This is an optimization exercise on Yosys and OpenROAD, whose aim is small area, a short achievable clock period and few clock cycles per item, not a production implementation. In this exercise RTL edits were held to simulation tests only and were not proved equivalent to the original. Power is estimated from default activity; no workload was simulated.

Setup of lane 1:
## row_mean_std_dev
module row_mean_std_dev (
  input  wire logic        clk,
  input  wire logic        rst_n,
  input  wire logic        cfg_valid,
  output logic             cfg_ready,
  input  wire logic [12:0] cfg_row_length,
  input  wire logic        in_valid,
  output logic             in_stall,
  input  wire logic [15:0] in_sample,
  output logic             out_valid,
  input  wire logic        out_stall,
  output logic [31:0]      out_row_mean,
  output logic [30:0]      out_row_std_dev
);
  localparam logic [1:0] A_IDLE = 2'd0, A_WAIT = 2'd1, A_RUN = 2'd2, A_DONE = 2'd3;
  localparam logic [1:0] B_IDLE = 2'd0, B_RUN = 2'd1, B_OUT = 2'd2;
  logic rst;
  logic rst_q;
  assign rst = !rst_n;
  assign cfg_ready = 1'b1;
  logic [12:0] len_r, len_nxt;    
  logic [12:0] np_r, np_nxt;      
  logic        ends_r, ends_nxt;  
  logic        stall_r, stall_nxt;
  logic [1:0]  a_st_r, a_st_nxt;
  logic [1:0]  b_st_r, b_st_nxt;
  logic [4:0]  a_k_r;
  logic [5:0]  b_k_r;
  logic        accept;
  logic        row_end;
  logic        b_take;
  logic        cs_r;              
  logic        e1_r;              
  assign in_stall = stall_r;
  assign accept   = in_valid && !stall_r;
  assign row_end  = accept && ends_r;
  assign b_take   = (a_st_r == A_DONE) &&
                    ((b_st_r == B_IDLE) || (b_st_r == B_OUT && !out_stall));
  logic [12:0] np_inc;
  logic        e_keep, e_inc, e_one;
  logic        a_free_nxt;
  assign np_inc = np_r + 13'd1;
  assign e_keep = (np_r >= len_r) || (len_r[12] && np_r[12]);
  assign e_inc  = (np_inc >= len_r) || (len_r[12] && np_inc[12]);
  assign e_one  = (len_r <= 13'd1);
  always_comb begin
    len_nxt  = cfg_valid ? cfg_row_length : len_r;
    np_nxt   = accept ? (ends_r ? 13'd1 : np_inc) : np_r;
    ends_nxt = accept ? (ends_r ? e_one : e_inc) : e_keep;
    a_st_nxt = a_st_r;
    case (a_st_r)
  ...
Size: ~3900 cells after synthesis, roughly 610 flip-flops, ~100 I/O pins, about 0.038 sq mm of cells after synthesis.
Settings: LEC_CHECK=0, CAP_MARGIN=20, CORE_MARGIN=2, CORE_UTILIZATION=40, PLACE_DENSITY=0.6, SLEW_MARGIN=20; clock period 11.0 ns.
standard.sh (not shown) runs the stock make flow with config.mk's settings and CLKGATE_MAP_FILE= SYNTH_SCRIPT=/design/flow/synth_recipe.tcl, a recipe that flattens the netlist after the stock synthesis.
==> flow/flow/run.sh <==
#!/bin/bash
# The standard layout (standard.sh: ORFS from synthesis to finish with the
# unchanged scripts, config.mk and SDC), with a larger setup slack margin for
# ORFS's timing repair so that it also works on paths that already meet 11 ns.
set -euo pipefail
bash standard.sh SETUP_SLACK_MARGIN=8.0 finish > flow_make.log 2>&1
Testbench counts of lane 1, summed over its fixed seeds: cycles 75,298, rows 640.
> inputs changed (lane 1 -> lane 2)
Settings: CORE_UTILIZATION changed from 40 to 55; PLACE_DENSITY changed from 0.6 to 0.75.
diff --git a/flow/flow/run.sh b/flow/flow/run.sh
--- a/flow/flow/run.sh
+++ b/flow/flow/run.sh
@@ -5,2 +5,2 @@
 set -euo pipefail
-bash standard.sh SETUP_SLACK_MARGIN=8.0 finish > flow_make.log 2>&1
+bash standard.sh SETUP_SLACK_MARGIN=7.5 finish > flow_make.log 2>&1
## What came out
- For the slack of the critical path, lane 2 came in 9.5 ps lower than lane 1 did.
- In lane 2, the area of the multi-input gates came out about 5% below the value in lane 1.
- Row met1 wire length: lane 2 lower / lane 1 higher
- Compared with lane 1, vias after detailed routing in lane 2 decreased slightly.
- Lane 1 -> lane 2: final worst-path cycle share flat
- Summary — total power, lane 2 relative to lane 1: lower, by 4.5%.
- Between lane 2 and lane 1, it is lane 2 whose sequential share of layout area is higher, by 2.3 points.
- Lane 2 vs lane 1, global-route usage went up by 5.3 points.
- Lane 2: combinational power share lower than lane 1

* * *

Starting RTL as in the previous note.
// row_mean_std_dev
module row_mean_std_dev (
  input  wire logic        clk,
  input  wire logic        rst_n,
  input  wire logic        cfg_valid,
  output logic             cfg_ready,
  input  wire logic [12:0] cfg_row_length,
  input  wire logic        in_valid,
  output logic             in_stall,
  input  wire logic [15:0] in_sample,
  output logic             out_valid,
  input  wire logic        out_stall,
  output logic [31:0]      out_row_mean,
  output logic [30:0]      out_row_std_dev
);
  localparam logic [1:0] A_IDLE = 2'd0, A_WAIT = 2'd1, A_RUN = 2'd2, A_DONE = 2'd3;
  localparam logic [1:0] B_IDLE = 2'd0, B_RUN = 2'd1, B_OUT = 2'd2;
  logic rst;
  logic rst_q;
  assign rst = !rst_n;
  assign cfg_ready = 1'b1;
  logic [12:0] len_r, len_nxt;    
  logic [12:0] np_r, np_nxt;      
  logic        ends_r, ends_nxt;  
  logic        stall_r, stall_nxt;
  logic [1:0]  a_st_r, a_st_nxt;
  logic [1:0]  b_st_r, b_st_nxt;
  logic [4:0]  a_k_r;
  logic [5:0]  b_k_r;
  logic        accept;
  logic        row_end;
  logic        b_take;
  logic        cs_r;              
  logic        e1_r;              
  assign in_stall = stall_r;
  assign accept   = in_valid && !stall_r;
  assign row_end  = accept && ends_r;
  assign b_take   = (a_st_r == A_DONE) &&
                    ((b_st_r == B_IDLE) || (b_st_r == B_OUT && !out_stall));
  logic [12:0] np_inc;
  logic        e_keep, e_inc, e_one;
  logic        a_free_nxt;
  assign np_inc = np_r + 13'd1;
  ...
clock: 11.0 ns
lec_check: 0
cap_margin: 20
core_margin: 2
core_utilization: 40
place_density: 0.6
slew_margin: 20
run.sh (not shown) runs the stock make flow with config.mk's settings and CLKGATE_MAP_FILE= SYNTH_SCRIPT=/design/flow/synth_recipe.tcl, a recipe that flattens the netlist after the stock synthesis.
Stock flow here: none of the scripts above is used.
Testbench counts at the start, summed over its fixed seeds: cycles 75,298, rows 640.
Change:
==> flow/flow/run.sh (new file) <==
#!/bin/bash
# The standard layout (standard.sh: ORFS from synthesis to finish with the
# unchanged scripts, config.mk and SDC), with a larger setup slack margin for
# ORFS's timing repair so that it also works on paths that already meet 11 ns.
set -euo pipefail
bash standard.sh SETUP_SLACK_MARGIN=7.5 finish > flow_make.log 2>&1
==> flow/standard.sh (new file) <==
#!/bin/bash
# synth_recipe.tcl (not shown) runs the flow's synth.tcl, then flattens the netlist and writes it again
# the make line also repeats each setting of config.mk as NAME=value (left out here)
make -C /OpenROAD-flow-scripts/flow DESIGN_CONFIG=/design/flow/config.mk WORK_HOME=/design/flow/orfs CLKGATE_MAP_FILE= SYNTH_SCRIPT=/design/flow/synth_recipe.tcl "${@:-finish}"
--- a/flow/config.mk
+++ b/flow/config.mk
@@ -10,2 +10,3 @@
 export CORE_UTILIZATION = 40
+export CTS_BUF_LIST = sky130_fd_sc_hd__clkbuf_4
 export PLACE_DENSITY = 0.6
removed: flow/run.sh
Result: Die area is unchanged. Core utilization came out higher by 1.5 points. Combinational power is higher by 11%. Maximum frequency came out higher by 13%. Cell count rises by 6.0%.
Change:
--- a/flow/config.mk
+++ b/flow/config.mk
@@ -10,3 +10,2 @@
 export CORE_UTILIZATION = 40
-export CTS_BUF_LIST = sky130_fd_sc_hd__clkbuf_4
 export PLACE_DENSITY = 0.6
What happened:
- total power rises by a few percent
- global-route usage drops by 0.24 points
- hold slack improves by 27 ps
- critical path depth does not change
- cell area hardly moves
- setup slack gains 400 ps
- sequential cell count stays the same
- first-iteration DRC count goes up by a few percent
- die area stays the same

* * *

Another version of the RTL of row_mean_std_dev (not shown whole).
Size: ~3800 cells after synthesis, ~570 flip-flops, ~100 I/O pins.
==> flow/config.mk <==
export PLATFORM = sky130hd
export DESIGN_NAME = row_mean_std_dev
export DESIGN_NICKNAME = row_mean_std_dev
export VERILOG_FILES = /design/flow/design.v
export SDC_FILE = /design/flow/constraint.sdc
export NUM_CORES = 4
export LEC_CHECK = 0
export CAP_MARGIN = 20
export CORE_MARGIN = 2
export CORE_UTILIZATION = 40
export CTS_CLUSTER_DIAMETER = 120
export CTS_CLUSTER_SIZE = 30
export PLACE_DENSITY = 0.6
export SLEW_MARGIN = 20
==> flow/constraint.sdc <==
create_clock -name core_clock -period 11.0 [get_ports {clk}]
set_input_delay 2.2000 -clock core_clock [delete_from_list [all_inputs] [get_ports {clk}]]
set_output_delay 2.2000 -clock core_clock [all_outputs]
set_load 0.01 [all_outputs]
standard.sh (not shown) runs the stock make flow with config.mk's settings and CLKGATE_MAP_FILE= SYNTH_SCRIPT=/design/flow/synth_recipe.tcl, a recipe that flattens the netlist after the stock synthesis.
==> flow/flow/run.sh <==
#!/bin/bash
# The standard layout (standard.sh: ORFS from synthesis to finish with the
# unchanged scripts, config.mk and SDC), with a larger setup slack margin for
# ORFS's timing repair so that it also works on paths that already meet 11 ns.
set -euo pipefail
bash standard.sh SETUP_SLACK_MARGIN=7.6 finish > flow_make.log 2>&1
Testbench counts at the start, summed over its fixed seeds: cycles 72,899, rows 640.
Then changed:
Settings changed: CTS_CLUSTER_DIAMETER 120 to 100, CTS_CLUSTER_SIZE 30 to 24.
The new run went through all stages and came out clean.
Area after synthesis stays the same.
Clock-buffer cell count went up by 6.
Utilization barely changes.
Cell count stays flat.
Wire length went down by 0.48%.
Synthesized cell count is unchanged.
Critical path depth is higher by 12.
Via count goes down by 0.39%.
Power goes up by 0.78%.
Cell area barely changes.
Hold slack degrades by 0.0041 ns.

==> re-timing with driven ports <==
The flow's constraints put no driver on any port. The routed layouts listed below were extracted and timed again, unchanged, in two steps. Step 1 (the two cells are an assumption about what drives the block):
set clk [get_ports {clk}]
set_driving_cell -lib_cell sky130_fd_sc_hd__clkbuf_16 $clk
set_driving_cell -lib_cell sky130_fd_sc_hd__buf_2 [delete_from_list [all_inputs] $clk]
Step 2, shift: input delay + t, output delay - t, t = (earliest + latest rising clock arrival at the registers) / 2. This alone moves slack from input paths to output paths. Slacks: ideal ports / drivers / drivers and shift; pairs: ideal ports / drivers.
run	shift t [ns]	setup WS [ns]	worst setup path at the end	worst register clock-pin slew, ns
lane 1	0.701	7.528 / 7.457 / 7.071	input to register	0.07 / 0.07
lane 2	0.677	7.518 / 7.456 / 6.932	input to register	0.07 / 0.07
the first run of note 2	0.679	6.626 / 6.667 / 5.988	input to register	0.06 / 0.06
the second run of note 2	1.107	7.126 / 7.065 / 6.495	input to register	0.08 / 0.08
the third run of note 2	0.685	7.525 / 7.456 / 6.872	input to register	0.07 / 0.07
the first run of note 3	0.673	7.571 / 7.502 / 7.119	input to register	0.12 / 0.12
the second run of note 3	0.678	7.560 / 7.496 / 7.117	input to register	0.11 / 0.11
After both steps every run listed still meets setup and hold. For the third run of note 2, which loses most, drivers alone change the setup slack by -0.069 ns; drivers and shift together by -0.653 ns.
